This is an optimization exercise on Yosys and OpenROAD, whose aim is small area, a short achievable clock period and few clock cycles per item, not a production implementation.
At most, simulation tests tie the RTL to the original design; equivalence was not proved.
Only the layout flow was run in runs 1 and 2; the RTL was not checked for function there.
Power figures rest on the tool's default switching activity, not on a simulated workload.

`config.mk`:
```
export PLATFORM = sky130hd
export DESIGN_NAME = deque_with_search
export DESIGN_NICKNAME = deque_with_search
export VERILOG_FILES = /design/flow/design.v
export SDC_FILE = /design/flow/constraint.sdc
export NUM_CORES = 4
export LEC_CHECK = 0
export CAP_MARGIN = 20
export CORE_MARGIN = 2
export CORE_UTILIZATION = 40
export CTS_BUF_LIST = sky130_fd_sc_hd__clkbuf_8
export SETUP_SLACK_MARGIN = 2.5
export SLEW_MARGIN = 20
```
`constraint.sdc`:
```
create_clock -name core_clock -period 6.0 [get_ports {clock}]
set_input_delay 1.2000 -clock core_clock [delete_from_list [all_inputs] [get_ports {clock}]]
set_output_delay 1.2000 -clock core_clock [all_outputs]
set_load 0.01 [all_outputs]
```
`design.v`:
```
`default_nettype none
package dqs_pkg;
   localparam int CAPACITY_DEF = 32;
   localparam int DATA_W   = 32;
   localparam int OPCODE_W = 3;
   localparam int STATUS_W = 2;
   localparam int POS_W    = 6;
   typedef enum logic [OPCODE_W-1:0] {
      OP_PUSH_FRONT = 3'd0,
      OP_PUSH_BACK  = 3'd1,
      OP_POP_FRONT  = 3'd2,
      OP_POP_BACK   = 3'd3,
      OP_DUMP       = 3'd4,
      OP_SEARCH     = 3'd5
   } opcode_type;
   typedef enum logic [STATUS_W-1:0] {
      STATUS_OK        = 2'd0,
      STATUS_UNDERFLOW = 2'd1,
      STATUS_FULL      = 2'd2,
      STATUS_NOT_FOUND = 2'd3
   } status_type;
   typedef enum logic [1:0] {
      ST_IDLE,
      ST_EXEC,
      ST_READ,
      ST_CHECK
   } state_type;
endpackage : dqs_pkg
`default_nettype wire
`default_nettype none
module dqs_store #(
   parameter int DEPTH  = dqs_pkg::CAPACITY_DEF,
   parameter int ADDR_W = $clog2(DEPTH)
) (
   input  wire logic                       clock,
   input  wire logic [DEPTH-1:0]           wr_sel,     
   input  wire logic [dqs_pkg::DATA_W-1:0] wr_data,
   input  wire logic [DEPTH-1:0]           rd_sel,     
   output logic      [dqs_pkg::DATA_W-1:0] rd_data,
   input  wire logic [dqs_pkg::DATA_W-1:0] key,
   input  wire logic [DEPTH-1:0]           valid,
   output logic      [DEPTH-1:0]           match
);
   logic [dqs_pkg::DATA_W-1:0] entry_mem [DEPTH];
   always_ff @(posedge clock) begin
      for (int i = 0; i < DEPTH; i++) begin
         if (wr_sel[i]) entry_mem[i] <= wr_data;
      end
   end
   always_comb begin
      rd_data = '0;
      for (int i = 0; i < DEPTH; i++) begin
         rd_data = rd_data | (entry_mem[i] & {dqs_pkg::DATA_W{rd_sel[i]}});
      end
   end
   always_comb begin
      for (int i = 0; i < DEPTH; i++) begin
         match[i] = valid[i] && (entry_mem[i] == key);
      end
   end
endmodule
`default_nettype wire
`default_nettype none
module dqs_ctrl #(
   parameter int CAPACITY = dqs_pkg::CAPACITY_DEF,
   parameter int IDX_W    = $clog2(CAPACITY),
   parameter int CNT_W    = $clog2(CAPACITY + 1)
) (
   input  wire logic                          clock,
   input  wire logic                          reset,
   input  wire logic                          req_valid,
   output logic                               req_ready,
   input  wire logic [dqs_pkg::OPCODE_W-1:0]  req_opcode,
   input  wire logic [dqs_pkg::DATA_W-1:0]    req_value,
   output logic                               rsp_valid,
   input  wire logic                          rsp_ready,
   output logic      [dqs_pkg::STATUS_W-1:0]  rsp_status,
   output logic      [dqs_pkg::POS_W-1:0]     rsp_position,
   output logic      [dqs_pkg::DATA_W-1:0]    rsp_entry_data,
   output logic                               rsp_last,
   output logic      [CAPACITY-1:0]           mem_wr_sel,
   output logic      [dqs_pkg::DATA_W-1:0]    mem_wr_data,
   output logic      [CAPACITY-1:0]           mem_rd_sel,
   input  wire logic [dqs_pkg::DATA_W-1:0]    mem_rd_data,
   output logic      [dqs_pkg::DATA_W-1:0]    mem_key,
   output logic      [CAPACITY-1:0]           mem_valid,
   input  wire logic [CAPACITY-1:0]           mem_match
);
   localparam int DW = dqs_pkg::DATA_W;
   localparam int PW = dqs_pkg::POS_W;
   localparam int SW = dqs_pkg::STATUS_W;
   logic [IDX_W-1:0]  front, back;       
   logic [CNT_W-1:0]  count;
   logic              full, empty;
   logic              d_active;          
   logic [IDX_W-1:0]  rd_slot;           
   logic [CNT_W-1:0]  d_left;            
   logic              ready_ff;
   logic              s_valid;
   logic              s_search, s_dump;
   logic [SW-1:0]     s_status;
   logic [IDX_W-1:0]  s_front;
   logic [DW-1:0]     s_data;
   logic              s_last;
   logic              t_valid;
   logic              t_search;
   logic [SW-1:0]     t_status;
   logic [IDX_W-1:0]  t_front;
   logic [DW-1:0]     t_data;
   logic              t_last;
   logic              q0_valid, q1_valid;
   logic [SW-1:0]     q0_status, q1_status;
   logic [PW-1:0]     q0_pos, q1_pos;
   logic [DW-1:0]     q0_data, q1_data;
   logic              q0_last, q1_last;
   logic              t_move, s_move, e_go;
   assign t_move = t_valid && !q1_valid;
   assign s_move = s_valid && (!t_valid || !q1_valid);
   assign e_go   = !s_valid || !t_valid || !q1_valid;
   logic              take;              
   logic              beat_dump;         
   logic              s_load;
   logic              is_pf, is_pb, is_popf, is_popb, is_dump, is_search;
   logic [CAPACITY-1:0] front_oh, back_oh, rd_oh, ge_front, lt_back;
   logic              d_last;
   always_comb begin
      for (int i = 0; i < CAPACITY; i++) begin
         front_oh[i] = (front   == IDX_W'(i));
         back_oh[i]  = (back    == IDX_W'(i));
         rd_oh[i]    = (rd_slot == IDX_W'(i));
         ge_front[i] = (IDX_W'(i) >= front);
         lt_back[i]  = (IDX_W'(i) <  back);
      end
      if (full)               mem_valid = '1;
      else if (front <= back) mem_valid = ge_front & lt_back;
      else                    mem_valid = ge_front | lt_back;
   end
   assign take      = req_valid && ready_ff;
   assign is_pf     = take && (req_opcode == 3'd0);
   assign is_pb     = take && (req_opcode == 3'd1);
   assign is_popf   = take && (req_opcode == 3'd2);
   assign is_popb   = take && (req_opcode == 3'd3);
   assign is_dump   = take && (req_opcode == 3'd4);
   assign is_search = take && (req_opcode == 3'd5);
   assign d_last    = (d_left == '0);
   assign beat_dump = (is_dump && !empty) || (d_active && e_go);
   assign s_load    = (take && !(req_opcode[2] && req_opcode[1])) || (d_active && e_go);
   assign mem_key     = req_value;
   assign mem_wr_data = req_value;
   always_comb begin
      for (int i = 0; i < CAPACITY; i++) begin
         mem_wr_sel[i] = !full && ((is_pf && front_oh[(i + 1) % CAPACITY]) || (is_pb && back_oh[i]));
      end
   end
   logic [IDX_W-1:0]  front_n, back_n;
   logic [CNT_W-1:0]  count_n;
   logic              inc, dec;
   logic              d_active_n;
   logic [CNT_W-1:0]  d_left_n;
   always_comb begin
      inc     = !full  && (is_pf || is_pb);
      dec     = !empty && (is_popf || is_popb);
      front_n = front;
      back_n  = back;
      if (!full && is_pf)    front_n = front - 1'b1;
      if (!full && is_pb)    back_n  = back + 1'b1;
      if (!empty && is_popf) front_n = front + 1'b1;
      if (!empty && is_popb) back_n  = back - 1'b1;
      count_n = inc ? count + 1'b1 : (dec ? count - 1'b1 : count);
      d_active_n = d_active;
      d_left_n   = d_left;
      if (beat_dump) begin
         d_active_n = !d_last;
         d_left_n   = d_left - 1'b1;
      end
      if (!d_active_n) d_left_n = count_n - 1'b1;
   end
   logic [CAPACITY-1:0] s_ge, s_hi;
   logic [IDX_W-1:0]  s_idx_hi, s_idx_all;
   logic              s_any_hi, s_found;
   logic [DW-1:0]     s_tdata;
   always_comb begin
      for (int i = 0; i < CAPACITY; i++) s_ge[i] = (IDX_W'(i) >= s_front);
      s_hi      = s_data & s_ge;
      s_any_hi  = |s_hi;
      s_found   = |s_data;
      s_idx_hi  = '0;
      s_idx_all = '0;
      for (int i = CAPACITY-1; i >= 0; i--) begin
         if (s_hi[i])   s_idx_hi  = IDX_W'(i);
         if (s_data[i]) s_idx_all = IDX_W'(i);
      end
      mem_rd_sel = s_data;
      if (s_search)    s_tdata = DW'({s_found, s_any_hi ? s_idx_hi : s_idx_all});
      else if (s_dump) s_tdata = mem_rd_data;
      else             s_tdata = '0;
   end
   logic [SW-1:0]     b_status;
   logic [PW-1:0]     b_pos;
   logic [DW-1:0]     b_data;
   logic              b_last;
   logic              t_found;
   logic [IDX_W-1:0]  t_off;
   always_comb begin
      t_found = t_data[IDX_W];
      t_off   = t_data[IDX_W-1:0] - t_front;
      if (t_search) begin
         b_status = t_found ? dqs_pkg::STATUS_OK : dqs_pkg::STATUS_NOT_FOUND;
         b_pos    = t_found ? PW'(t_off) + 1'b1 : '0;
         b_data   = '0;
      end else begin
         b_status = t_status;
         b_pos    = '0;
         b_data   = t_data;
      end
      b_last = t_last;
   end
   logic q_pop;
   logic s_valid_n, t_valid_n, q0_valid_n, q1_valid_n;
   assign q_pop = q0_valid && rsp_ready;
   always_comb begin
      s_valid_n  = s_load || (s_valid && !s_move);
      t_valid_n  = s_move || (t_valid && !t_move);
      q0_valid_n = (q0_valid && !q_pop) || q1_valid || t_move;
      q1_valid_n = (q0_valid && !q_pop) && (q1_valid || t_move);
   end
   always_ff @(posedge clock) begin
      if (reset) begin
         s_valid  <= 1'b0;
         t_valid  <= 1'b0;
         q0_valid <= 1'b0;
         q1_valid <= 1'b0;
         front    <= '0;
         back     <= '0;
         count    <= '0;
         full     <= 1'b0;
         empty    <= 1'b1;
         d_active <= 1'b0;
         d_left   <= '1;
         rd_slot  <= '0;
         ready_ff <= 1'b1;
      end else begin
         s_valid  <= s_valid_n;
         t_valid  <= t_valid_n;
         q0_valid <= q0_valid_n;
         q1_valid <= q1_valid_n;
         front    <= front_n;
         back     <= back_n;
         count    <= count_n;
         full     <= (count_n == CNT_W'(CAPACITY));
         empty    <= (count_n == '0);
         d_active <= d_active_n;
         d_left   <= d_left_n;
         if (!d_active_n)    rd_slot <= front_n;
         else if (beat_dump) rd_slot <= rd_slot + 1'b1;
         ready_ff <= !d_active_n && (!s_valid_n || !t_valid_n || !q1_valid_n);
      end
   end
   always_ff @(posedge clock) begin
      if (s_load) begin
         s_search <= is_search && !empty;
         s_dump   <= beat_dump;
         s_status <= (is_pf || is_pb) ? (full ? dqs_pkg::STATUS_FULL : dqs_pkg::STATUS_OK)
                                      : (empty && !d_active ? dqs_pkg::STATUS_UNDERFLOW
                                                            : dqs_pkg::STATUS_OK);
         s_front  <= front;
         s_data   <= is_search ? mem_match : (beat_dump ? rd_oh : '0);
         s_last   <= !beat_dump || d_last;
      end
      if (s_move) begin
         t_search <= s_search;
         t_status <= s_status;
         t_front  <= s_front;
         t_data   <= s_tdata;
         t_last   <= s_last;
      end
      if (!q0_valid || q_pop) begin
         if (q1_valid) begin
            q0_status <= q1_status; q0_pos <= q1_pos; q0_data <= q1_data; q0_last <= q1_last;
         end else if (t_move) begin
            q0_status <= b_status; q0_pos <= b_pos; q0_data <= b_data; q0_last <= b_last;
         end
      end
      if (t_move && q0_valid && !q_pop) begin
         q1_status <= b_status; q1_pos <= b_pos; q1_data <= b_data; q1_last <= b_last;
      end
   end
   assign req_ready      = ready_ff;
   assign rsp_valid      = q0_valid;
   assign rsp_status     = q0_status;
   assign rsp_position   = q0_pos;
   assign rsp_entry_data = q0_data;
   assign rsp_last       = q0_last;
endmodule
`default_nettype wire
`default_nettype none
module deque_with_search #(
   parameter int CAPACITY = dqs_pkg::CAPACITY_DEF
) (
   input  wire logic                                clock,
   input  wire logic                                reset,
   input  wire logic                                req_valid,
   output logic                                     req_ready,
   input  wire logic        [dqs_pkg::OPCODE_W-1:0] req_opcode,
   input  wire logic signed [dqs_pkg::DATA_W-1:0]   req_value,
   output logic                                     rsp_valid,
   input  wire logic                                rsp_ready,
   output logic             [dqs_pkg::STATUS_W-1:0] rsp_status,
   output logic             [dqs_pkg::POS_W-1:0]    rsp_position,
   output logic signed      [dqs_pkg::DATA_W-1:0]   rsp_entry_data,
   output logic                                     rsp_last
);
   localparam int IDX_W = $clog2(CAPACITY);
   localparam int CNT_W = $clog2(CAPACITY + 1);
   logic [CAPACITY-1:0]        mem_wr_sel;
   logic [dqs_pkg::DATA_W-1:0] mem_wr_data;
   logic [CAPACITY-1:0]        mem_rd_sel;
   logic [dqs_pkg::DATA_W-1:0] mem_rd_data;
   logic [dqs_pkg::DATA_W-1:0] mem_key;
   logic [CAPACITY-1:0]        mem_valid;
   logic [CAPACITY-1:0]        mem_match;
   logic [dqs_pkg::DATA_W-1:0] entry_data;
   dqs_ctrl #(
      .CAPACITY (CAPACITY),
      .IDX_W    (IDX_W),
      .CNT_W    (CNT_W)
   ) u_ctrl (
      .clock          (clock),
      .reset          (reset),
      .req_valid      (req_valid),
      .req_ready      (req_ready),
      .req_opcode     (req_opcode),
      .req_value      (req_value),
      .rsp_valid      (rsp_valid),
      .rsp_ready      (rsp_ready),
      .rsp_status     (rsp_status),
      .rsp_position   (rsp_position),
      .rsp_entry_data (entry_data),
      .rsp_last       (rsp_last),
      .mem_wr_sel     (mem_wr_sel),
      .mem_wr_data    (mem_wr_data),
      .mem_rd_sel     (mem_rd_sel),
      .mem_rd_data    (mem_rd_data),
      .mem_key        (mem_key),
      .mem_valid      (mem_valid),
      .mem_match      (mem_match)
   );
   dqs_store #(
      .DEPTH  (CAPACITY),
      .ADDR_W (IDX_W)
   ) u_store (
      .clock   (clock),
      .wr_sel  (mem_wr_sel),
      .wr_data (mem_wr_data),
      .rd_sel  (mem_rd_sel),
      .rd_data (mem_rd_data),
      .key     (mem_key),
      .valid   (mem_valid),
      .match   (mem_match)
   );
   assign rsp_entry_data = $signed(entry_data);
endmodule
`default_nettype wire
```
`run.sh`:
```
#!/bin/bash
# synth_recipe.tcl (not shown) runs the flow's synth.tcl, then flattens the netlist and writes it again
# the make line also repeats each setting of config.mk as NAME=value (left out here)
make -C /OpenROAD-flow-scripts/flow DESIGN_CONFIG=/design/flow/config.mk WORK_HOME=/design/flow/orfs CLKGATE_MAP_FILE= SYNTH_SCRIPT=/design/flow/synth_recipe.tcl finish
```
==> results_tabular.tex, run 1 <==
\begin{tabular}{lr}
\hline
Metric & Value \\
\hline
\multicolumn{2}{l}{\textbf{Critical path}} \\
Cell class contributing the biggest share of worst-path delay & simple AND/OR/NAND/NOR gates \\
CP max stage delay & 0.85 ns \\
Number of buffer and inverter stages on the critical path & 0 \\
Flop2flop setup slack & 2.11 ns \\
Critical Path Slowest Stage Cell & sky130\_fd\_sc\_hd\_\_a221oi\_1 \\
Required @ worst endpoint & 6.71 ns \\
Chain of cells forming the critical path & a22o\_1 -> a221oi\_1 -> nand4\_1 -> nor3\_1 -> nor2\_1 \\
Data arrival at the endpoint of the critical path & 4.61 ns \\
Worst Setup Path Type & flop to flop \\
Crit path max fanout & 9 \\
Startpoint kind of the worst setup timing path & flop \\
Type of element capturing the critical path & flop \\
\multicolumn{2}{l}{\textbf{Floorplanning}} \\
Die Footprint & 151000 sq um \\
Core Box Area & between 100000 and 150000 sq um \\
I/O pins & 82 \\
Site row count & 141 \\
DIE WIDTH & $\sim$390 um \\
Die extent in y & 389 um \\
Starting Density & 40.2\% \\
\multicolumn{2}{l}{\textbf{Timing}} \\
Hold Vio Cnt, Final & 0 \\
Fmax achieved & 257 MHz \\
Final count of pins violating max slew & 0 \\
Worst setup skew after layout & 0.0630 ns \\
Pin slew with the least headroom to its limit & 1.36 ns \\
Fin crit period & approximately 4 ns \\
Unrepaired setup endpoints after global routing & yes \\
Share of the clock period used by the worst path after layout & 64.9\% \\
Headroom to the max-slew limit & 8.77\% \\
Setup-violating endpoint count in the final report & 0 \\
Sum of negative setup slack & 0 ns \\
\multicolumn{2}{l}{\textbf{Synth}} \\
Flip-flop and latch count after synthesis & 1224 \\
Mapped Cells & 4465 \\
Prevailing post-synth register cell & sky130\_fd\_sc\_hd\_\_edfxtp\_1 \\
FFs w/ async S/R, synth & 0\% \\
Avg Inst Size Synth & 13.3 sq um \\
Library cells used by synthesis & 82 \\
Post-Synthesis Net Count & 4536 \\
Synthesized area & approximately 59000 sq um \\
Number of flops mapped to enable cells by yosys & 1189 \\
Sequential share of the synthesized area & 61.4\% \\
YS warnings & 3 \\
\multicolumn{2}{l}{\textbf{Placed design}} \\
Port buffer count & $\sim$80 \\
Placed cell area & between 60000 and 70000 sq um \\
HPWL after detailed placement & 261000 um \\
Final GP Congestion & 1.10 \\
Placed instance count & 6418 \\
\multicolumn{2}{l}{\textbf{Detailed routing}} \\
First-pass iteration count of the detailed router & 8 \\
Total number of vias & 47700 \\
Sum of routed wire length over all layers & around 350000 um \\
1st-iter DRT viols & around 10000 \\
DR DRC count & 0 \\
Average wire per standard cell & roughly 50 um \\
Number of vias per cell after detailed routing & 6.98 \\
Antenna Violating Nets Remaining & 0 \\
\multicolumn{2}{l}{\textbf{Finish}} \\
Utilization of the core after routing & between 40\% and 50\% \\
Number of standard cells in the final layout excluding fillers & 6830 \\
Share of final-layout standard cells stronger than drive strength 1 & 14.8\% \\
Area added between synthesis and finish & 15.3\% \\
Number of filler instances in the final layout & 13400 \\
Final net count & $\sim$4800 \\
Final instance area & 68300 sq um \\
\multicolumn{2}{l}{\textbf{Power}} \\
Part of the power in combinational logic & 12.3\% \\
Total power of the final layout & 19.2 mW \\
Worst IR Drop VDD & 156 uV \\
Proportion of power drawn by flip-flops and latches & between 40\% and 50\% \\
Total power density per cell area & roughly 280 nW/um\^{}2 \\
Power spent charging and discharging nets & 5.63 mW \\
Sw Ratio & between 20\% and 30\% \\
Internal Power & 13.6 mW \\
Leakage Power & 22.3 nW \\
Clock power share & 37.7\% \\
\multicolumn{2}{l}{\textbf{Clock tree}} \\
Clock Pin Slew Worst Setup and Hold Paths & 0.07 ns \\
Clock latency on the worst-skew pair & 1.02 ns \\
Clock root buffer master & sky130\_fd\_sc\_hd\_\_clkbuf\_8 \\
Number of buffers created by CTS & roughly 210 \\
Maximum buffer depth of the clock tree & 3 \\
TritonCTS clock tree & yes \\
Clock net sink count & 1224 \\
Number of levels in the clock H-tree & 4 \\
\multicolumn{2}{l}{\textbf{Outcome}} \\
Run status & timing/DRC/antenna clean \\
\multicolumn{2}{l}{\textbf{Global routing}} \\
Maximum number of pins on one net before global-route repair & 53 \\
Aggregate global routing overflow & 0 \\
GR Util All Layers & 45.1\% \\
Initial antenna violation count & 32 \\
Wire length of the first global-routing pass & 442000 um \\
Via count of the first global-routing pass & 42800 \\
\multicolumn{2}{l}{\textbf{Min path}} \\
Class of the most critical hold timing path & flop to flop \\
\multicolumn{2}{l}{\textbf{Run}} \\
Number of max-cap violations & 0 \\
\hline
\end{tabular}
==> cell usage in the layout, fill, tap and decap left out, drive strengths merged, types with 18 or more instances in the layout <==
cell type      instances
a21oi                 63
a221oi               127
a22o                 131
a22oi                263
and2                  19
buf                  321
clkbuf               217
clkdlybuf4s50         49
clkinv                65
dfxtp                 35
edfxtp              1189
ha                    31
inv                  127
maj3                  23
mux2                  41
nand2                146
nand3                 40
nand4                249
nor2                 142
nor2b                 39
nor3                  67
nor4                 184
o2111ai               21
o21ai                 75
o22ai                 18
xnor2                476
xor2                 567
==> Yosys cell counts (all sizes together) (11+ instances only) <==
library cell / n / share of area, %
a21oi: 63 / 0.53
a221oi: 127 / 1.9
a22o: 131 / 1.9
a22oi: 263 / 3.3
and2: 19 / 0.20
and3: 11 / 0.12
buf: 134 / 0.96
clkbuf: 189 / 1.2
dfxtp: 35 / 1.2
edfxtp: 1189 / 60
ha: 31 / 0.65
inv: 39 / 0.25
maj3: 23 / 0.39
mux2: 41 / 0.78
nand2: 146 / 0.92
nand3: 40 / 0.35
nand4: 249 / 2.6
nor2: 142 / 0.90
nor2b: 39 / 0.41
nor3: 67 / 0.58
nor4: 184 / 2.0
o2111ai: 21 / 0.31
o21ai: 75 / 0.64
o22ai: 18 / 0.19
or2: 11 / 0.12
xnor2: 476 / 7.0
xor2: 567 / 8.4
==> registers in the layout, summed over array words and instances, names as in the netlist, 2 cells and up <==
| signal | count |
|---|---|
| u_ctrl.back | 5 |
| u_ctrl.count | 6 |
| u_ctrl.d_left | 6 |
| u_ctrl.front | 5 |
| u_ctrl.q0_data | 32 |
| u_ctrl.q0_pos | 6 |
| u_ctrl.q0_status | 2 |
| u_ctrl.q1_data | 32 |
| u_ctrl.q1_pos | 6 |
| u_ctrl.q1_status | 2 |
| u_ctrl.rd_slot | 5 |
| u_ctrl.s_data | 32 |
| u_ctrl.s_front | 5 |
| u_ctrl.s_status | 2 |
| u_ctrl.t_data | 32 |
| u_ctrl.t_front | 5 |
| u_ctrl.t_status | 2 |
| u_store.entry_mem | 1024 |
==> final cells by class <==
cell class	count	area, sq um	share of cell area, %
flip-flops and latches	1224	36400	53.3
multi-input cells	2877	22100	32.4
well taps	1930	2410	3.54
repair buffers	372	3410	4.99
clock inverters	158	782	1.14
clock buffers	215	2960	4.33
inverters	41	154	0.225
diodes	13	32.5	0.0476
==> through the flow <==
stage	hold WS [ns]	setup slack (ns)
2_1_floorplan	0.400	1.99
4_1_cts	0.421	2.30
6_report	0.417	2.11
5_1_grt	0.427	2.33
3_5_place_dp	0.405	0.953
3_3_place_gp	0.402	1.02
==> cells by family after synthesis <==
kind of cell	Yosys count	synth area share, %
fa+ha+maj	55	1.08
mux	42	0.817
compound gates	796	10.2
simple gates	941	8.67
buf+inv	364	2.41
xor+xnor	1043	15.4
flops	1224	61.4
==> power groups by stage <==
stage / clock, mW / sequential (mW) / combinational (mW)
detailed placement: 0 / 9.76 / 2.22
CTS: 7.22 / 9.58 / 2.24
global route: 7.57 / 9.59 / 2.36
floorplan: 0 / 9.70 / 1.10
finish: 7.24 / 9.59 / 2.37
global placement: 0 / 9.76 / 2.22
==> worst paths after layout <==
path / cells after the start / endpoint / start
worst max register to register: 5 / u_ctrl.t_data[19] / u_ctrl.s_data[10]
worst max-delay path: 5 / u_ctrl.t_data[19] / u_ctrl.s_data[10]
worst min register to register: 0 / u_ctrl.t_status[0] / u_ctrl.s_status[0]
worst min-delay path: 0 / u_ctrl.t_status[0] / u_ctrl.s_status[0]
==> per-layer routing <==
| metal | part of all wire [%] | track usage [%] | up-vias |
|---|---|---|---|
| li1 | - | - | 17800 |
| met1 | 36 | 57.6 | 24400 |
| met2 | 40 | 61.2 | 4496 |
| met3 | 15 | 18.1 | 998 |
| met4 | 9.1 | 33.4 | 32 |
| met5 | 0.060 | 0 | - |
==> what timing repair did <==
item                                    CTS  global route
pin swaps                                 6             6
hold buffers                              0             0
endpoints found under the hold margin     0             0
endpoints found under the setup margin  727           570
setup buffers                            12             9
resized for setup                        17            29
==> run 2: changes to the inputs <==
--- a/design.v
+++ b/design.v
@@ -97,6 +97,7 @@
    logic [CNT_W-1:0]  d_left;            
    logic              ready_ff;
+   logic [CAPACITY-1:0] valid;           
    logic              s_valid;
-   logic              s_search, s_dump;
+   logic              s_search;
    logic [SW-1:0]     s_status;
    logic [IDX_W-1:0]  s_front;
@@ -122,5 +123,5 @@
    logic              s_load;
    logic              is_pf, is_pb, is_popf, is_popb, is_dump, is_search;
-   logic [CAPACITY-1:0] front_oh, back_oh, rd_oh, ge_front, lt_back;
+   logic [CAPACITY-1:0] front_oh, back_oh, rd_oh;
    logic              d_last;
    always_comb begin
@@ -129,11 +130,7 @@
          back_oh[i]  = (back    == IDX_W'(i));
          rd_oh[i]    = (rd_slot == IDX_W'(i));
-         ge_front[i] = (IDX_W'(i) >= front);
-         lt_back[i]  = (IDX_W'(i) <  back);
       end
-      if (full)               mem_valid = '1;
-      else if (front <= back) mem_valid = ge_front & lt_back;
-      else                    mem_valid = ge_front | lt_back;
    end
+   assign mem_valid = valid;
    assign take      = req_valid && ready_ff;
    assign is_pf     = take && (req_opcode == 3'd0);
@@ -158,4 +155,5 @@
    logic              d_active_n;
    logic [CNT_W-1:0]  d_left_n;
+   logic [CAPACITY-1:0] valid_n;
    always_comb begin
       inc     = !full  && (is_pf || is_pb);
@@ -175,4 +173,9 @@
       end
       if (!d_active_n) d_left_n = count_n - 1'b1;
+      for (int i = 0; i < CAPACITY; i++) begin
+         valid_n[i] = (valid[i] || mem_wr_sel[i]) &&
+                      !(!empty && is_popf && front_oh[i]) &&
+                      !(!empty && is_popb && back_oh[(i + 1) % CAPACITY]);
+      end
    end
    logic [CAPACITY-1:0] s_ge, s_hi;
@@ -192,7 +195,6 @@
       end
       mem_rd_sel = s_data;
-      if (s_search)    s_tdata = DW'({s_found, s_any_hi ? s_idx_hi : s_idx_all});
-      else if (s_dump) s_tdata = mem_rd_data;
-      else             s_tdata = '0;
+      if (s_search) s_tdata = DW'({s_found, s_any_hi ? s_idx_hi : s_idx_all});
+      else          s_tdata = mem_rd_data;
    end
    logic [SW-1:0]     b_status;
@@ -240,4 +242,5 @@
          rd_slot  <= '0;
          ready_ff <= 1'b1;
+         valid    <= '0;
       end else begin
          s_valid  <= s_valid_n;
@@ -252,4 +255,5 @@
          d_active <= d_active_n;
          d_left   <= d_left_n;
+         valid    <= valid_n;
          if (!d_active_n)    rd_slot <= front_n;
          else if (beat_dump) rd_slot <= rd_slot + 1'b1;
@@ -260,5 +264,4 @@
       if (s_load) begin
          s_search <= is_search && !empty;
-         s_dump   <= beat_dump;
          s_status <= (is_pf || is_pb) ? (full ? dqs_pkg::STATUS_FULL : dqs_pkg::STATUS_OK)
                                       : (empty && !d_active ? dqs_pkg::STATUS_UNDERFLOW
==> results_tabular.tex, run 2 <==
\begin{tabular}{lr}
\hline
Metric & Value \\
\hline
\multicolumn{2}{l}{\textbf{Outcome}} \\
Run status & timing/DRC/antenna clean \\
\multicolumn{2}{l}{\textbf{Floorplanning}} \\
Site row count & 141 (unchanged) \\
I/O pins & 82 (unchanged) \\
Starting Density & 40.3\% (+0.11 points) \\
Die extent in y & 390 um (+0.26\%) \\
Core Box Area & 148000 sq um (+0.24\%) \\
DIE WIDTH & 390 um (+0.26\%) \\
Die Footprint & 152000 sq um (+0.52\%) \\
\multicolumn{2}{l}{\textbf{Timing}} \\
Sum of negative setup slack & 0 ns (unchanged) \\
Final count of pins violating max slew & 0 (unchanged) \\
Fin crit period & 3.78 ns (-0.114 ns) \\
Setup-violating endpoint count in the final report & 0 (unchanged) \\
Headroom to the max-slew limit & 11.7\% (+2.9 points) \\
Pin slew with the least headroom to its limit & 1.32 ns (-0.0388 ns) \\
Unrepaired setup endpoints after global routing & yes \\
Fmax achieved & 265 MHz (+3.0\%) \\
Share of the clock period used by the worst path after layout & 63.0\% (-1.9 points) \\
Hold Vio Cnt, Final & 0 (unchanged) \\
Worst setup skew after layout & 0.0797 ns (+0.0166 ns) \\
Post-route worst hold slack & 0.418 ns (+0.00121 ns) \\
\multicolumn{2}{l}{\textbf{Critical path}} \\
Crit path max fanout & 18 (+9) \\
Worst Setup Path Type & flop to flop \\
Startpoint kind of the worst setup timing path & flop \\
Required @ worst endpoint & 6.69 ns (-0.02 ns) \\
Data arrival at the endpoint of the critical path & 4.47 ns (-0.14 ns) \\
Type of element capturing the critical path & flop \\
Number of cells traversed by the worst register-to-register path & 7 (+2) \\
\multicolumn{2}{l}{\textbf{Run}} \\
Number of max-cap violations & 0 (unchanged) \\
\multicolumn{2}{l}{\textbf{Global routing}} \\
Maximum number of pins on one net before global-route repair & 62 (+17\%) \\
Wire length of the first global-routing pass & 432000 um (-2.4\%) \\
Initial antenna violation count & 35 (+9.4\%) \\
Aggregate global routing overflow & 0 (unchanged) \\
Via count of the first global-routing pass & 43700 (+2.1\%) \\
GR Util All Layers & 43.6\% (-1.5 points) \\
\multicolumn{2}{l}{\textbf{Synth}} \\
FFs w/ async S/R, synth & 0\% (unchanged) \\
Synthesized area & 59600 sq um (+0.52\%) \\
YS warnings & 3 (unchanged) \\
Flip-flop and latch count after synthesis & 1255 (+2.5\%) \\
Top cell type by total area after synthesis & sky130\_fd\_sc\_hd\_\_edfxtp\_1 \\
Proportion of netlist area held by the largest area contributor & 59.9\% (-0.36 points) \\
Number of flops mapped to enable cells by yosys & 1188 (-0.084\%) \\
Most frequent cell after synthesis & sky130\_fd\_sc\_hd\_\_edfxtp\_1 \\
Synth top cells by count & sky130\_fd\_sc\_hd\_\_edfxtp\_1, sky130\_fd\_sc\_hd\_\_xor2\_1, sky130\_fd\_sc\_hd\_\_xnor2\_1, sky130\_fd\_sc\_hd\_\_a22oi\_1, sky130\_fd\_sc\_hd\_\_nand4\_1 \\
Sequential share of the synthesized area & 62.1\% (+0.71 points) \\
Library cells used by synthesis & 75 (-8.5\%) \\
Avg Inst Size Synth & 13.3 sq um (-0.13\%) \\
Prevailing post-synth register cell & sky130\_fd\_sc\_hd\_\_edfxtp\_1 \\
Synth top area cells & sky130\_fd\_sc\_hd\_\_edfxtp\_1, sky130\_fd\_sc\_hd\_\_xor2\_1, sky130\_fd\_sc\_hd\_\_xnor2\_1 \\
Post-Synthesis Net Count & 4562 (+0.57\%) \\
Mapped Cells & 4494 (+0.65\%) \\
\multicolumn{2}{l}{\textbf{Power}} \\
Total power density per cell area & 285 nW/um\^{}2 (+1.5\%) \\
Leakage Power & 22.7 nW (+1.8\%) \\
Worst IR Drop VDD & 206 uV (+32\%) \\
Total power of the final layout & 19.6 mW (+1.9\%) \\
\multicolumn{2}{l}{\textbf{Detailed routing}} \\
1st-iter DRT viols & 9454 (-3.0\%) \\
First-pass iteration count of the detailed router & 7 (-1) \\
Number of vias per cell after detailed routing & 7.08 (+1.5\%) \\
Total number of vias & 48600 (+1.9\%) \\
Sum of routed wire length over all layers & 339000 um (-2.8\%) \\
Antenna Violating Nets Remaining & 0 (unchanged) \\
Average wire per standard cell & 49.4 um (-3.2\%) \\
DR DRC count & 0 (unchanged) \\
\multicolumn{2}{l}{\textbf{Clock tree}} \\
Clock net sink count & 1255 (+2.5\%) \\
Clock Pin Slew Worst Setup and Hold Paths & 0.06 ns (about the same) \\
Maximum buffer depth of the clock tree & 3 (unchanged) \\
Hold Buf Count CTS & 0 (unchanged) \\
Clock latency on the worst-skew pair & 1.03 ns (about the same) \\
Number of buffers created by CTS & 217 (+2.8\%) \\
Number of levels in the clock H-tree & 4 (unchanged) \\
Clock root buffer master & sky130\_fd\_sc\_hd\_\_clkbuf\_8 \\
TritonCTS clock tree & yes \\
\multicolumn{2}{l}{\textbf{Min path}} \\
Worst hold path stage count & 0 (unchanged) \\
Class of the most critical hold timing path & flop to flop \\
\multicolumn{2}{l}{\textbf{Placed design}} \\
Port buffer count & 81 (unchanged) \\
Placed instance count & 6406 (-0.19\%) \\
Final GP Congestion & 1.13 (+2.2\%) \\
HPWL after detailed placement & 247000 um (-5.4\%) \\
\multicolumn{2}{l}{\textbf{Finish}} \\
Number of filler instances in the final layout & 13400 (-0.21\%) \\
Most common cell after layout, fill and taps aside & sky130\_fd\_sc\_hd\_\_edfxtp\_1 \\
Commonest non-fill, non-tap cells in the layout & sky130\_fd\_sc\_hd\_\_edfxtp\_1, sky130\_fd\_sc\_hd\_\_xor2\_1, sky130\_fd\_sc\_hd\_\_xnor2\_1 \\
Number of standard cells in the final layout excluding fillers & 6858 (+0.41\%) \\
Area used by sequential logic in the layout & 37000 sq um (+1.7\%) \\
Share of final-layout standard cells stronger than drive strength 1 & 14.4\% (-0.40 points) \\
Utilization of the core after routing & 46.4\% (+0.063 points) \\
Area of combinational cells with multiple inputs & 21900 sq um (-1.3\%) \\
Area added between synthesis and finish & 15.1\% \\
Reg with most FFs & u\_store.entry\_mem \\
Final net count & 4798 (unchanged) \\
Flip-flop count of the largest register, all copies and words added & 1024 (unchanged) \\
\hline
\end{tabular}
run 2: per-layer routing:
metal / track usage (%) / up-vias / wire [um]
li1: - / 17800 / -
met2: 59.4 / 4974 / 134000
met1: 52.3 / 24600 / 117000
met5: 0.0638 / - / 169
met4: 34.0 / 24 / 33900
met3: 21.1 / 1215 / 54400
run 2: layout make-up:
cell class / instances / area share [%]
diodes: 23 / 0.0840
clock inverters: 167 / 1.29
repair buffers: 339 / 4.41
well taps: 1930 / 3.52
multi-input cells: 2872 / 31.9
flip-flops and latches: 1255 / 54.0
inverters: 45 / 0.250
clock buffers: 227 / 4.56
run 2: per-stage QoR:
| step | area, sq um | setup WS (ns) |
|---|---|---|
| finish | 68600 | 2.22 |
| global route | 68500 | 2.37 |
| CTS | 68200 | 2.49 |
| detailed placement | 63900 | 0.690 |
| global placement | 63800 | 0.805 |
| floorplan | 59600 | 1.49 |
run 2: critical path, stage by stage (launching register included):
cell,delay (ns)
sky130_fd_sc_hd__edfxtp_1,0.44
sky130_fd_sc_hd__buf_4,0.29
sky130_fd_sc_hd__buf_4,0.37
sky130_fd_sc_hd__a22o_1,0.27
sky130_fd_sc_hd__a221oi_1,0.77
sky130_fd_sc_hd__nand4_1,0.52
sky130_fd_sc_hd__nor3_2,0.61
sky130_fd_sc_hd__a21oi_1,0.15
run 2: timing repair:
item,4_1_cts,5_1_grt
setup buffers,23,9
setup endpoints to repair,775,382
gates cloned,0,1
gates resized for setup,15,19
pin swaps,6,5
run 2: final timing paths:
kind                                         start            endpoint  slack (ns)
worst max-delay path              u_ctrl.s_data[1]    u_ctrl.t_data[2]        2.22
worst min-delay path            u_ctrl.s_status[0]  u_ctrl.t_status[0]        0.42
worst max register to register    u_ctrl.s_data[1]    u_ctrl.t_data[2]        2.22
worst min register to register  u_ctrl.s_status[0]  u_ctrl.t_status[0]        0.42
run 2: logic make-up after synthesis:
group | share of synthesized area (%)
flip-flops | 62.1
XOR/XNOR | 15.2
AND/OR/NAND/NOR | 8.82
AO/OA/AOI/OAI | 10.1
buffers and inverters | 2.37
multiplexers | 0.735
adder cells (fa/ha/maj) | 0.639
run 2: report_power, final:
group / internal (mW) / leakage [nW] / total [mW] / switching, mW
Clock: 3.69 / 2.35 / 7.58 / 3.89
Sequential: 9.68 / 11.3 / 9.80 / 0.118
Combinational: 0.561 / 9.08 / 2.18 / 1.62
Total: 13.9 / 22.7 / 19.6 / 5.63
==> run 3: changes to the inputs <==
--- a/design.v
+++ b/design.v
@@ -96,4 +96,5 @@
    logic [IDX_W-1:0]  rd_slot;           
    logic [CNT_W-1:0]  d_left;            
+   logic [CNT_W-1:0]  count_m1;          
    logic              ready_ff;
    logic [CAPACITY-1:0] valid;           
@@ -140,5 +141,5 @@
    assign is_dump   = take && (req_opcode == 3'd4);
    assign is_search = take && (req_opcode == 3'd5);
-   assign d_last    = (d_left == '0);
+   assign d_last    = d_active ? (d_left == '0) : (count_m1 == '0);
    assign beat_dump = (is_dump && !empty) || (d_active && e_go);
    assign s_load    = (take && !(req_opcode[2] && req_opcode[1])) || (d_active && e_go);
@@ -147,5 +148,5 @@
    always_comb begin
       for (int i = 0; i < CAPACITY; i++) begin
-         mem_wr_sel[i] = !full && ((is_pf && front_oh[(i + 1) % CAPACITY]) || (is_pb && back_oh[i]));
+         mem_wr_sel[i] = !full && (front_oh[(i + 1) % CAPACITY] || back_oh[i]);
       end
    end
@@ -167,12 +168,9 @@
       count_n = inc ? count + 1'b1 : (dec ? count - 1'b1 : count);
       d_active_n = d_active;
-      d_left_n   = d_left;
-      if (beat_dump) begin
-         d_active_n = !d_last;
-         d_left_n   = d_left - 1'b1;
-      end
-      if (!d_active_n) d_left_n = count_n - 1'b1;
+      d_left_n   = (d_active ? d_left : count_m1) - 1'b1;
+      if (beat_dump) d_active_n = !d_last;
       for (int i = 0; i < CAPACITY; i++) begin
-         valid_n[i] = (valid[i] || mem_wr_sel[i]) &&
+         valid_n[i] = (valid[i] || (!full && ((is_pf && front_oh[(i + 1) % CAPACITY]) ||
+                                              (is_pb && back_oh[i])))) &&
                       !(!empty && is_popf && front_oh[i]) &&
                       !(!empty && is_popb && back_oh[(i + 1) % CAPACITY]);
@@ -239,6 +237,5 @@
          empty    <= 1'b1;
          d_active <= 1'b0;
-         d_left   <= '1;
-         rd_slot  <= '0;
+         count_m1 <= '1;
          ready_ff <= 1'b1;
          valid    <= '0;
@@ -254,12 +251,14 @@
          empty    <= (count_n == '0);
          d_active <= d_active_n;
-         d_left   <= d_left_n;
+         count_m1 <= inc ? count : (dec ? count_m1 - 1'b1 : count_m1);
          valid    <= valid_n;
-         if (!d_active_n)    rd_slot <= front_n;
-         else if (beat_dump) rd_slot <= rd_slot + 1'b1;
          ready_ff <= !d_active_n && (!s_valid_n || !t_valid_n || !q1_valid_n);
       end
    end
    always_ff @(posedge clock) begin
+      if (beat_dump) begin
+         d_left  <= d_left_n;
+         rd_slot <= (d_active ? rd_slot : front) + 1'b1;
+      end
       if (s_load) begin
          s_search <= is_search && !empty;
@@ -268,5 +267,5 @@
                                                             : dqs_pkg::STATUS_OK);
          s_front  <= front;
-         s_data   <= is_search ? mem_match : (beat_dump ? rd_oh : '0);
+         s_data   <= is_search ? mem_match : (beat_dump ? (d_active ? rd_oh : front_oh) : '0);
          s_last   <= !beat_dump || d_last;
       end
==> results_tabular.tex, run 3 <==
\begin{tabular}{lr}
\hline
Metric & Value \\
\hline
\multicolumn{2}{l}{\textbf{Outcome}} \\
Run status & timing/DRC/antenna clean \\
\multicolumn{2}{l}{\textbf{Clock tree}} \\
Number of levels in the clock H-tree & 4 (unchanged) \\
Number of buffers created by CTS & 219 (+0.92\%) \\
TritonCTS clock tree & yes \\
Clock net sink count & 1261 (+0.48\%) \\
Clock latency on the worst-skew pair & 1.04 ns (about the same) \\
Clock root buffer master & sky130\_fd\_sc\_hd\_\_clkbuf\_8 \\
Maximum buffer depth of the clock tree & 3 (unchanged) \\
Hold Buf Count CTS & 0 (unchanged) \\
Clock Pin Slew Worst Setup and Hold Paths & 0.06 ns (about the same) \\
\multicolumn{2}{l}{\textbf{Detailed routing}} \\
Number of vias per cell after detailed routing & 7.12 (+0.52\%) \\
First-pass iteration count of the detailed router & 7 (unchanged) \\
Antenna Violating Nets Remaining & 0 (unchanged) \\
DR DRC count & 0 (unchanged) \\
1st-iter DRT viols & 10800 (+14\%) \\
Total number of vias & 49800 (+2.6\%) \\
Average wire per standard cell & 50.1 um (+1.3\%) \\
Sum of routed wire length over all layers & 350000 um (+3.4\%) \\
\multicolumn{2}{l}{\textbf{Timing}} \\
Fin crit period & 3.86 ns (+0.0788 ns) \\
Hold Vio Cnt, Final & 0 (unchanged) \\
Setup-violating endpoint count in the final report & 0 (unchanged) \\
Final count of pins violating max slew & 0 (unchanged) \\
Worst setup skew after layout & 0.109 ns (+0.0295 ns) \\
Headroom to the max-slew limit & 8.81\% (-2.9 points) \\
Unrepaired setup endpoints after global routing & no \\
Fmax achieved & 259 MHz (-2.0\%) \\
Share of the clock period used by the worst path after layout & 64.3\% (+1.3 points) \\
Pin slew with the least headroom to its limit & 1.36 ns (+0.0355 ns) \\
Sum of negative setup slack & 0 ns (unchanged) \\
Min setup slack post-route & 2.14 ns (-0.0788 ns) \\
\multicolumn{2}{l}{\textbf{Synth}} \\
YS warnings & 3 (unchanged) \\
Sequential share of the synthesized area & 61.6\% (-0.55 points) \\
Number of flops mapped to enable cells by yosys & 1199 (+0.93\%) \\
Synthesized area & 60500 sq um (+1.5\%) \\
Dominant combinational cell family by area after synthesis & XOR/XNOR gates \\
Library cells used by synthesis & 76 (+1.3\%) \\
Synth top cells by count & sky130\_fd\_sc\_hd\_\_edfxtp\_1, sky130\_fd\_sc\_hd\_\_xnor2\_1, sky130\_fd\_sc\_hd\_\_nand4\_1, sky130\_fd\_sc\_hd\_\_a22oi\_1, sky130\_fd\_sc\_hd\_\_clkbuf\_1 \\
Prevailing post-synth register cell & sky130\_fd\_sc\_hd\_\_edfxtp\_1 \\
Proportion of netlist area held by the largest area contributor & 59.5\% (-0.35 points) \\
Most frequent cell after synthesis & sky130\_fd\_sc\_hd\_\_edfxtp\_1 \\
Top cell type by total area after synthesis & sky130\_fd\_sc\_hd\_\_edfxtp\_1 \\
Simple-Gate Fraction of Synth Area & 8.35\% (-0.47 points) \\
Post-Synthesis Net Count & 4669 (+2.3\%) \\
Flip-flop and latch count after synthesis & 1261 (+0.48\%) \\
Synth top area cells & sky130\_fd\_sc\_hd\_\_edfxtp\_1, sky130\_fd\_sc\_hd\_\_xnor2\_1, sky130\_fd\_sc\_hd\_\_nand4\_1 \\
Share of synthesized area spent on multiplexers & 0.906\% (+0.17 points) \\
FFs w/ async S/R, synth & 0\% (unchanged) \\
Post-synthesis xor/xnor area fraction & 15.1\% (-0.083 points) \\
Mapped Cells & 4604 (+2.4\%) \\
Avg Inst Size Synth & 13.1 sq um (-0.90\%) \\
Compound-Gate Fraction of Synth Area & 11.0\% (+0.89 points) \\
Post-synthesis adder-cell area fraction & 0.550\% (-0.088 points) \\
\multicolumn{2}{l}{\textbf{Global routing}} \\
GR Util All Layers & 45.0\% (+1.4 points) \\
Aggregate global routing overflow & 0 (unchanged) \\
Wire length of the first global-routing pass & 448000 um (+3.9\%) \\
Initial antenna violation count & 37 (+5.7\%) \\
Via count of the first global-routing pass & 44000 (+0.73\%) \\
Maximum number of pins on one net before global-route repair & 87 (+40\%) \\
\multicolumn{2}{l}{\textbf{Critical path}} \\
Cell class contributing the biggest share of worst-path delay & simple AND/OR/NAND/NOR gates \\
Critical Path Slowest Stage Cell & sky130\_fd\_sc\_hd\_\_a221oi\_1 \\
Worst Setup Path Type & flop to flop \\
Chain of cells forming the critical path & buf\_4 -> a22o\_1 -> a221oi\_1 -> nand4\_1 -> nor3\_2 -> nor2\_1 \\
Number of buffer and inverter stages on the critical path & 1 (-1) \\
Type of element capturing the critical path & flop \\
Startpoint kind of the worst setup timing path & flop \\
Data arrival at the endpoint of the critical path & 4.55 ns (+0.08 ns) \\
CP max stage delay & 0.89 ns (+0.12 ns) \\
Crit path max fanout & 12 (-6) \\
Required @ worst endpoint & 6.69 ns (about the same) \\
\multicolumn{2}{l}{\textbf{Finish}} \\
Area added between synthesis and finish & 14.4\% \\
Commonest non-fill, non-tap cells in the layout & sky130\_fd\_sc\_hd\_\_edfxtp\_1, sky130\_fd\_sc\_hd\_\_xnor2\_1, sky130\_fd\_sc\_hd\_\_nand4\_1 \\
Number of filler instances in the final layout & 13600 (+1.9\%) \\
Area used by sequential logic in the layout & 37300 sq um (+0.64\%) \\
Final net count & 4847 (+1.0\%) \\
Most common cell after layout, fill and taps aside & sky130\_fd\_sc\_hd\_\_edfxtp\_1 \\
Share of final-layout standard cells stronger than drive strength 1 & 13.7\% (-0.67 points) \\
Flip-flop count of the largest register, all copies and words added & 1024 (unchanged) \\
Reg with most FFs & u\_store.entry\_mem \\
Area of combinational cells with multiple inputs & 22500 sq um (+2.8\%) \\
\multicolumn{2}{l}{\textbf{Floorplanning}} \\
Die extent in y & 393 um (+0.75\%) \\
Starting Density & 40.3\% (about the same) \\
Site row count & 142 (+0.71\%) \\
Die Footprint & 154000 sq um (+1.5\%) \\
I/O pins & 82 (unchanged) \\
Core Box Area & 150000 sq um (+1.4\%) \\
DIE WIDTH & 393 um (+0.75\%) \\
\multicolumn{2}{l}{\textbf{Power}} \\
Worst IR Drop VDD & 241 uV (+17\%) \\
Total power density per cell area & 333 nW/um\^{}2 (+17\%) \\
Leakage Power & 21.3 nW (-6.3\%) \\
\multicolumn{2}{l}{\textbf{Run}} \\
Number of max-cap violations & 0 (unchanged) \\
\multicolumn{2}{l}{\textbf{Placed design}} \\
Final GP Congestion & 1.13 (+0.56\%) \\
Port buffer count & 81 (unchanged) \\
Worst slack at placement & 1.63 ns (+0.939 ns) \\
HPWL after detailed placement & 250000 um (+1.3\%) \\
\multicolumn{2}{l}{\textbf{Min path}} \\
Class of the most critical hold timing path & flop to flop \\
\hline
\end{tabular}
-- run 3: layer usage --
| metal | part of all wire (%) | GRT usage (%) | wire length (um) |
|---|---|---|---|
| met1 | 34 | 53.5 | 120000 |
| met2 | 39 | 60.0 | 137000 |
| met3 | 17 | 25.7 | 60300 |
| met4 | 9.5 | 32.2 | 33100 |
| met5 | 0.18 | 2.39 | 617 |
-- run 3: worst register-to-register path: stages, from the launching register on --
cell	delay, ns
sky130_fd_sc_hd__edfxtp_1	0.66
sky130_fd_sc_hd__buf_4	0.35
sky130_fd_sc_hd__a22o_1	0.28
sky130_fd_sc_hd__a221oi_1	0.89
sky130_fd_sc_hd__nand4_1	0.79
sky130_fd_sc_hd__nor3_2	0.49
sky130_fd_sc_hd__nor2_1	0.10
-- run 3: kinds of logic (layout without fill, tap and decap cells) --
kind of cell	Yosys count	after routing
simple gates	913	913
xor+xnor	1045	1045
other cells	0	20
buf+inv	394	751
compound gates	915	915
fa+ha+maj	26	26
flops	1261	1261
mux	50	50
-- run 3: timing repair --
item                                    CTS  global route
pin swaps                                 1             4
buffers inserted                          2             8
resized for setup                         4             5
endpoints found under the setup margin   21            47
-- run 3: final cells by class --
cell class | count | area share (%)
timing repair buffer | 313 | 3.81
multi-input combinational | 2949 | 32.5
clock inverter | 176 | 1.49
inverter | 38 | 0.206
sequential | 1261 | 53.8
antenna | 20 | 0.0723
clock buffer | 224 | 4.46
tap | 2016 | 3.65
-- run 3: path summary, 6_finish.rpt --
path	from	to	slack, ns	cells after the start
setup / recovery	u_ctrl.s_data[31]	u_ctrl.t_data[29]	2.14	6
hold / removal	u_ctrl.s_last	u_ctrl.t_last	0.42	0
setup reg to reg	u_ctrl.s_data[31]	u_ctrl.t_data[29]	2.14	6
hold reg to reg	u_ctrl.s_last	u_ctrl.t_last	0.42	0
-- run 3: through the flow --
stage	utilization, %	cells	hold slack (ns)	power, mW	cell area, sq um
2_1_floorplan	-	4604	0.400	12.5	60500
3_3_place_gp	43.0	6553	0.424	14.9	64500
3_5_place_dp	43.1	6557	0.407	14.9	64600
4_1_cts	45.8	6959	0.422	22.6	68700
5_1_grt	46.1	6981	0.428	23.2	69200
6_report	46.1	6997	0.420	23.0	69200
-- run 3: power by group --
group,leakage [nW],internal (mW),total [mW],switching (mW)
clock network,2.37,3.87,7.85,3.98
logic,7.48,1.21,4.74,3.53
registers,11.4,10.1,10.4,0.380
total,21.3,15.1,23.0,7.89
Testbench counts of run 3, summed over its fixed seeds: cycles 10,548, requests 5,600.
==> run 4: changes to the inputs <==
--- a/config.mk
+++ b/config.mk
@@ -10,4 +10,4 @@
 export CORE_UTILIZATION = 40
 export CTS_BUF_LIST = sky130_fd_sc_hd__clkbuf_8
-export SETUP_SLACK_MARGIN = 2.5
+export SETUP_SLACK_MARGIN = 3.2
 export SLEW_MARGIN = 20
==> results_tabular.tex, run 4 <==
\begin{tabular}{lr}
\hline
Metric & Value \\
\hline
\multicolumn{2}{l}{\textbf{Critical path}} \\
Data arrival at the endpoint of the critical path & 3.82 ns (-0.73 ns) \\
CP max stage delay & 0.83 ns (-0.06 ns) \\
Most used cell along the critical path & sky130\_fd\_sc\_hd\_\_buf\_4 \\
Type of element capturing the critical path & flop \\
Number of buffer and inverter stages on the critical path & 3 (+2) \\
Required @ worst endpoint & 6.68 ns (about the same) \\
Worst Setup Path Type & flop to flop \\
Critical Path Slowest Stage Cell & sky130\_fd\_sc\_hd\_\_a222oi\_1 \\
Cell class contributing the biggest share of worst-path delay & compound AO/OA/AOI/OAI gates \\
Startpoint kind of the worst setup timing path & flop \\
Chain of cells forming the critical path & buf\_4 -> buf\_6 -> buf\_4 -> a222oi\_1 -> nand4\_1 -> nor3\_4 -> a31oi\_1 \\
Crit path max fanout & 10 (-2) \\
\multicolumn{2}{l}{\textbf{Floorplanning}} \\
Starting Density & 40.3\% (unchanged) \\
DIE WIDTH & 393 um (unchanged) \\
Die Footprint & 154000 sq um (unchanged) \\
I/O pins & 82 (unchanged) \\
Die extent in y & 393 um (unchanged) \\
Site row count & 142 (unchanged) \\
Core Box Area & 150000 sq um (unchanged) \\
\multicolumn{2}{l}{\textbf{Power}} \\
Worst IR Drop VDD & 182 uV (-25\%) \\
Leakage Power & 22.5 nW (+5.8\%) \\
Total power density per cell area & 331 nW/um\^{}2 (-0.38\%) \\
Total power of the final layout & 23.8 mW (+3.3\%) \\
\multicolumn{2}{l}{\textbf{Timing}} \\
Post-route worst hold slack & 0.418 ns (-0.00224 ns) \\
Worst setup skew after layout & 0.123 ns (+0.0138 ns) \\
Hold Vio Cnt, Final & 0 (unchanged) \\
Unrepaired setup endpoints after global routing & yes \\
Pin slew with the least headroom to its limit & 1.37 ns (+0.0112 ns) \\
Share of the clock period used by the worst path after layout & 52.3\% (-12 points) \\
Headroom to the max-slew limit & 8.89\% (+0.084 points) \\
Sum of negative setup slack & 0 ns (unchanged) \\
Fmax achieved & 319 MHz (+23\%) \\
Setup-violating endpoint count in the final report & 0 (unchanged) \\
Final count of pins violating max slew & 0 (unchanged) \\
Fin crit period & 3.14 ns (-0.722 ns) \\
\multicolumn{2}{l}{\textbf{Synth}} \\
Synth top cells by count & sky130\_fd\_sc\_hd\_\_edfxtp\_1, sky130\_fd\_sc\_hd\_\_xnor2\_1, sky130\_fd\_sc\_hd\_\_nand4\_1, sky130\_fd\_sc\_hd\_\_a22oi\_1, sky130\_fd\_sc\_hd\_\_clkbuf\_1 \\
Mapped Cells & 4604 (unchanged) \\
FFs w/ async S/R, synth & 0\% (unchanged) \\
Sequential share of the synthesized area & 61.6\% (unchanged) \\
YS warnings & 3 (unchanged) \\
Post-Synthesis Net Count & 4669 (unchanged) \\
Synth top area cells & sky130\_fd\_sc\_hd\_\_edfxtp\_1, sky130\_fd\_sc\_hd\_\_xnor2\_1, sky130\_fd\_sc\_hd\_\_nand4\_1 \\
Proportion of netlist area held by the largest area contributor & 59.5\% (unchanged) \\
Prevailing post-synth register cell & sky130\_fd\_sc\_hd\_\_edfxtp\_1 \\
Top cell type by total area after synthesis & sky130\_fd\_sc\_hd\_\_edfxtp\_1 \\
Number of flops mapped to enable cells by yosys & 1199 (unchanged) \\
Flip-flop and latch count after synthesis & 1261 (unchanged) \\
Library cells used by synthesis & 76 (unchanged) \\
Synthesized area & 60500 sq um (unchanged) \\
Most frequent cell after synthesis & sky130\_fd\_sc\_hd\_\_edfxtp\_1 \\
Avg Inst Size Synth & 13.1 sq um (unchanged) \\
\multicolumn{2}{l}{\textbf{Finish}} \\
Area used by sequential logic in the layout & 37300 sq um (about the same) \\
Number of filler instances in the final layout & 13500 (-0.79\%) \\
Reg with most FFs & u\_store.entry\_mem \\
Most common cell after layout, fill and taps aside & sky130\_fd\_sc\_hd\_\_edfxtp\_1 \\
Number of standard cells in the final layout excluding fillers & 7111 (+1.6\%) \\
Flip-flop count of the largest register, all copies and words added & 1024 (unchanged) \\
Commonest non-fill, non-tap cells in the layout & sky130\_fd\_sc\_hd\_\_edfxtp\_1, sky130\_fd\_sc\_hd\_\_xnor2\_1, sky130\_fd\_sc\_hd\_\_nand4\_1 \\
Area of combinational cells with multiple inputs & 23500 sq um (+4.7\%) \\
Share of final-layout standard cells stronger than drive strength 1 & 18.6\% (+4.9 points) \\
Area added between synthesis and finish & 18.6\% \\
Final net count & 4948 (+2.1\%) \\
\multicolumn{2}{l}{\textbf{Min path}} \\
Class of the most critical hold timing path & flop to flop \\
\multicolumn{2}{l}{\textbf{Run}} \\
Number of max-cap violations & 0 (unchanged) \\
\multicolumn{2}{l}{\textbf{Placed design}} \\
Final GP Congestion & 1.17 (+3.6\%) \\
Port buffer count & 81 (unchanged) \\
HPWL after detailed placement & 261000 um (+4.4\%) \\
Placed instance count & 6552 (-0.076\%) \\
\multicolumn{2}{l}{\textbf{Outcome}} \\
Run status & timing/DRC/antenna clean \\
\multicolumn{2}{l}{\textbf{Detailed routing}} \\
DR DRC count & 0 (unchanged) \\
Number of vias per cell after detailed routing & 7.27 (+2.1\%) \\
Sum of routed wire length over all layers & 373000 um (+6.5\%) \\
Total number of vias & 51700 (+3.8\%) \\
First-pass iteration count of the detailed router & 9 (+2) \\
1st-iter DRT viols & 10900 (+1.3\%) \\
Antenna Violating Nets Remaining & 0 (unchanged) \\
Average wire per standard cell & 52.5 um (+4.7\%) \\
\multicolumn{2}{l}{\textbf{Clock tree}} \\
Maximum buffer depth of the clock tree & 3 (unchanged) \\
Clock net sink count & 1261 (unchanged) \\
Clock root buffer master & sky130\_fd\_sc\_hd\_\_clkbuf\_8 \\
Number of levels in the clock H-tree & 4 (unchanged) \\
TritonCTS clock tree & yes \\
Clock Pin Slew Worst Setup and Hold Paths & 0.06 ns (about the same) \\
Number of buffers created by CTS & 220 (+0.46\%) \\
Clock latency on the worst-skew pair & 1.08 ns (+0.04 ns) \\
\multicolumn{2}{l}{\textbf{Global routing}} \\
Aggregate global routing overflow & 0 (unchanged) \\
Maximum number of pins on one net before global-route repair & 71 (-18\%) \\
Via count of the first global-routing pass & 45300 (+2.9\%) \\
Initial antenna violation count & 48 (+30\%) \\
GR Util All Layers & 47.2\% (+2.2 points) \\
Wire length of the first global-routing pass & 468000 um (+4.3\%) \\
\hline
\end{tabular}
## run 4: cell counts after synthesis
No cell type changed its count.
## run 4: power breakdown
group / internal (mW) / switching (mW)
Sequential: 10.0 / 0.313
Combinational: 1.53 / 4.04
Clock: 3.79 / 4.05
## run 4: stage by stage
step / instance area [sq um] / util, % / setup slack [ns]
5_1_grt: 71700 / 47.8 / 2.93
3_3_place_gp: 64500 / 43.0 / 1.33
6_report: 71700 / 47.8 / 2.86
2_1_floorplan: 60700 / - / 2.95
4_1_cts: 69900 / 46.6 / 2.94
3_5_place_dp: 64700 / 43.1 / 1.60
## run 4: worst paths after layout
| kind | cells after the start | to | start | slack, ns |
|---|---|---|---|---|
| worst max register to register | 7 | u_ctrl.t_data[1] | u_ctrl.s_data[2] | 2.86 |
| worst min-delay path | 0 | u_ctrl.t_status[1] | u_ctrl.s_status[1] | 0.42 |
| worst max-delay path | 7 | u_ctrl.t_data[1] | u_ctrl.s_data[2] | 2.86 |
| worst min register to register | 0 | u_ctrl.t_status[1] | u_ctrl.s_status[1] | 0.42 |
## run 4: logic make-up (layout without fill, tap and decap cells)
group	after synthesis	in the layout	share of synthesized area [%]
XOR/XNOR	1045	1045	15.1
AND/OR/NAND/NOR	913	914	8.35
flip-flops	1261	1261	61.6
multiplexers	50	50	0.906
buffers and inverters	394	858	2.50
adder cells (fa/ha/maj)	26	26	0.550
other	0	26	0
AO/OA/AOI/OAI	915	915	11.0
## run 4: cell type report
class | instances | share of cell area (%)
Timing Repair Buffer | 412 | 5.73
Tap cell | 2016 | 3.52
Antenna cell | 26 | 0.0907
Clock buffer | 220 | 4.22
Inverter | 38 | 0.204
Sequential cell | 1261 | 51.9
Multi-Input combinational cell | 2950 | 32.8
Clock inverter | 188 | 1.50
## run 4: repair_timing
action                     4_1_cts  5_1_grt
hold buffers                     0        0
setup buffers                   63       49
resized for setup              313      226
setup endpoints to repair      869      602
pin swaps                       44       54
gates cloned                     0        7
## run 4: layer usage
metal | part of all wire (%) | vias up | GRT usage (%)
met3 | 18 | 1594 | 27.0
li1 | - | 18400 | -
met4 | 11 | 44 | 37.5
met1 | 33 | 25800 | 55.6
met5 | 0.25 | - | 1.75
met2 | 38 | 5872 | 61.8
==> run 5: changes to the inputs <==
--- a/config.mk
+++ b/config.mk
@@ -6,8 +6,8 @@
 export NUM_CORES = 4
 export LEC_CHECK = 0
-export CAP_MARGIN = 20
+export CAP_MARGIN = 30
 export CORE_MARGIN = 2
 export CORE_UTILIZATION = 40
 export CTS_BUF_LIST = sky130_fd_sc_hd__clkbuf_8
-export SETUP_SLACK_MARGIN = 3.2
-export SLEW_MARGIN = 20
+export SETUP_SLACK_MARGIN = 3.5
+export SLEW_MARGIN = 30
==> results_tabular.tex, run 5 <==
\begin{tabular}{lr}
\hline
Metric & Value \\
\hline
\multicolumn{2}{l}{\textbf{Power}} \\
Worst IR Drop VDD & 211 uV (+16\%) \\
Leakage Power & 23.9 nW (+6.3\%) \\
Total power density per cell area & 325 nW/um\^{}2 (-1.9\%) \\
\multicolumn{2}{l}{\textbf{Clock tree}} \\
Clock Pin Slew Worst Setup and Hold Paths & 0.06 ns (about the same) \\
Clock latency on the worst-skew pair & 1.00 ns (-0.08 ns) \\
Number of buffers created by CTS & 220 (unchanged) \\
Maximum buffer depth of the clock tree & 3 (unchanged) \\
Clock root buffer master & sky130\_fd\_sc\_hd\_\_clkbuf\_8 \\
Number of levels in the clock H-tree & 4 (unchanged) \\
TritonCTS clock tree & yes \\
\multicolumn{2}{l}{\textbf{Detailed routing}} \\
Sum of routed wire length over all layers & 380000 um (+1.9\%) \\
1st-iter DRT viols & 11400 (+3.9\%) \\
First-pass iteration count of the detailed router & 9 (unchanged) \\
Total number of vias & 51900 (+0.41\%) \\
Number of vias per cell after detailed routing & 7.21 (-0.82\%) \\
Average wire per standard cell & 52.8 um (+0.61\%) \\
DR DRC count & 0 (unchanged) \\
Antenna Violating Nets Remaining & 0 (unchanged) \\
\multicolumn{2}{l}{\textbf{Finish}} \\
Final net count & 5058 (+2.2\%) \\
Reg with most FFs & u\_store.entry\_mem \\
Most common cell after layout, fill and taps aside & sky130\_fd\_sc\_hd\_\_edfxtp\_1 \\
Area added between synthesis and finish & 23.4\% \\
Commonest non-fill, non-tap cells in the layout & sky130\_fd\_sc\_hd\_\_edfxtp\_1, sky130\_fd\_sc\_hd\_\_xnor2\_1, sky130\_fd\_sc\_hd\_\_nand4\_1 \\
Flip-flop count of the largest register, all copies and words added & 1024 (unchanged) \\
\multicolumn{2}{l}{\textbf{Synth}} \\
YS warnings & 3 (unchanged) \\
FFs w/ async S/R, synth & 0\% (unchanged) \\
Proportion of netlist area held by the largest area contributor & 59.5\% (unchanged) \\
Most frequent cell after synthesis & sky130\_fd\_sc\_hd\_\_edfxtp\_1 \\
Top cell type by total area after synthesis & sky130\_fd\_sc\_hd\_\_edfxtp\_1 \\
Avg Inst Size Synth & 13.1 sq um (unchanged) \\
Synth top area cells & sky130\_fd\_sc\_hd\_\_edfxtp\_1, sky130\_fd\_sc\_hd\_\_xnor2\_1, sky130\_fd\_sc\_hd\_\_nand4\_1 \\
Mapped Cells & 4604 (unchanged) \\
Library cells used by synthesis & 76 (unchanged) \\
Post-Synthesis Net Count & 4669 (unchanged) \\
Synth top cells by count & sky130\_fd\_sc\_hd\_\_edfxtp\_1, sky130\_fd\_sc\_hd\_\_xnor2\_1, sky130\_fd\_sc\_hd\_\_nand4\_1, sky130\_fd\_sc\_hd\_\_a22oi\_1, sky130\_fd\_sc\_hd\_\_clkbuf\_1 \\
Prevailing post-synth register cell & sky130\_fd\_sc\_hd\_\_edfxtp\_1 \\
\multicolumn{2}{l}{\textbf{Critical path}} \\
Startpoint kind of the worst setup timing path & flop \\
Critical R2R Launch & u\_ctrl.s\_data[22] \\
Number of cells traversed by the worst register-to-register path & 7 (unchanged) \\
Data arrival at the endpoint of the critical path & 3.63 ns (-0.19 ns) \\
Flop2flop setup slack & 3.02 ns (+0.15 ns) \\
Crit path max fanout & 26 (+16) \\
Worst Setup Path Type & flop to flop \\
Type of element capturing the critical path & flop \\
Required @ worst endpoint & 6.65 ns (-0.03 ns) \\
\multicolumn{2}{l}{\textbf{Placed design}} \\
HPWL after detailed placement & 263000 um (+0.82\%) \\
Port buffer count & 81 (unchanged) \\
Final GP Congestion & 1.16 (-1.4\%) \\
Worst slack at placement & 1.66 ns (+0.0612 ns) \\
\multicolumn{2}{l}{\textbf{Timing}} \\
Hold Vio Cnt, Final & 0 (unchanged) \\
Final count of pins violating max slew & 0 (unchanged) \\
Worst setup skew after layout & 0.0614 ns (-0.0616 ns) \\
Headroom to the max-slew limit & 19.8\% (+11 points) \\
Unrepaired setup endpoints after global routing & yes \\
Sum of negative setup slack & 0 ns (unchanged) \\
Pin slew with the least headroom to its limit & 1.19 ns (-0.175 ns) \\
Setup-violating endpoint count in the final report & 0 (unchanged) \\
Post-route worst hold slack & 0.418 ns (-0.000625 ns) \\
\multicolumn{2}{l}{\textbf{Floorplanning}} \\
I/O pins & 82 (unchanged) \\
DIE WIDTH & 393 um (unchanged) \\
Starting Density & 40.3\% (unchanged) \\
Die Footprint & 154000 sq um (unchanged) \\
\multicolumn{2}{l}{\textbf{Global routing}} \\
Via count of the first global-routing pass & 45500 (+0.33\%) \\
Initial antenna violation count & 37 (-23\%) \\
GR Util All Layers & 47.8\% (+0.58 points) \\
Wire length of the first global-routing pass & 472000 um (+0.89\%) \\
Maximum number of pins on one net before global-route repair & 87 (+23\%) \\
\multicolumn{2}{l}{\textbf{Min path}} \\
Class of the most critical hold timing path & flop to flop \\
Hold EP & u\_ctrl.t\_status[1] \\
Worst hold path stage count & 0 (unchanged) \\
\multicolumn{2}{l}{\textbf{Outcome}} \\
Run status & timing/DRC/antenna clean \\
\hline
\end{tabular}
==> run 5: cell types whose count changed in the layout (fill, tap and decap cells not counted), sizes merged <==
cell,delta
inv,-17
buf,+97
clkbuf,+13
dlymetal6s2s,-2
bufbuf,+9
clkinvlp,+2
bufinv,-1
clkinv,-5
clkdlybuf4s15,-1
diode,-6
clkdlybuf4s50,-1
==> run 5: layout make-up <==
class                   count  area [sq um]
clock buffers             225          3100
diodes                     20          50.0
well taps                2016          2520
inverters                  38           146
multi-input cells        2950         24600
fillers                 13300         75300
flip-flops and latches   1261         37300
repair buffers            522          6040
clock inverters           167           920
==> run 5: kinds of logic after synthesis <==
logic type | after synthesis | share of synthesized area [%]
buf+inv | 394 | 2.50
compound gates | 915 | 11.0
simple gates | 913 | 8.35
mux | 50 | 0.906
xor+xnor | 1045 | 15.1
flops | 1261 | 61.6
fa+ha+maj | 26 | 0.550
==> run 5: worst max-delay path by stage <==
stage | from | end | slack [ns] | cells after the start
floorplan | req_opcode[2] | u_ctrl.empty | 2.95 | 7
finish | u_ctrl.s_data[22] | u_ctrl.t_data[0] | 3.02 | 7
CTS | u_ctrl.q0_data[9] | rsp_entry_data[9] | 3.26 | 1
global route | u_ctrl.s_data[26] | u_ctrl.t_data[1] | 3.13 | 10
detailed placement | req_value[18] | u_ctrl.s_data[16] | 1.66 | 7
global placement | req_value[18] | u_ctrl.s_data[17] | 1.52 | 7
==> run 5: through the flow <==
step	power [mW]	cell area, sq um	std cells	util (%)
floorplan	12.6	60900	4604	-
global placement	15.1	64700	6568	43.1
detailed placement	15.1	64900	6580	43.3
CTS	23.4	72700	7113	48.5
global route	24.4	74600	7182	49.7
finish	24.3	74600	7199	49.8
==> run 5: per-layer routing <==
layer / global-route usage [%] / vias to the layer above / wire length, um
met5: 0 / - / 1050
met4: 38.6 / 28 / 42500
met3: 23.6 / 1510 / 62700
met2: 64.2 / 5793 / 146000
met1: 57.2 / 26000 / 128000
li1: - / 18600 / -
==> run 5: worst max-delay path: stages, from the launching register on <==
cell and delay, ns:
sky130_fd_sc_hd__edfxtp_1 0.40, sky130_fd_sc_hd__buf_6 0.29, sky130_fd_sc_hd__a22o_1 0.33, sky130_fd_sc_hd__a221oi_4 0.27, sky130_fd_sc_hd__nand4_1 0.47, sky130_fd_sc_hd__or3_4 0.56, sky130_fd_sc_hd__clkinvlp_4 0.18, sky130_fd_sc_hd__a31oi_1 0.08
==> run 5: power breakdown <==
group	internal (mW)	switching [mW]	total, mW
Combinational	1.93	4.24	6.17
Sequential	10.1	0.313	10.4
Clock	3.77	3.95	7.72
Total	15.7	8.51	24.3
==> run 5: what timing repair did <==
action	4_1_cts	5_1_grt
pin swaps	97	119
setup buffers	129	54
endpoints found under the setup margin	1118	658
cloned	12	10
hold buffers	0	0
gates resized for setup	658	228
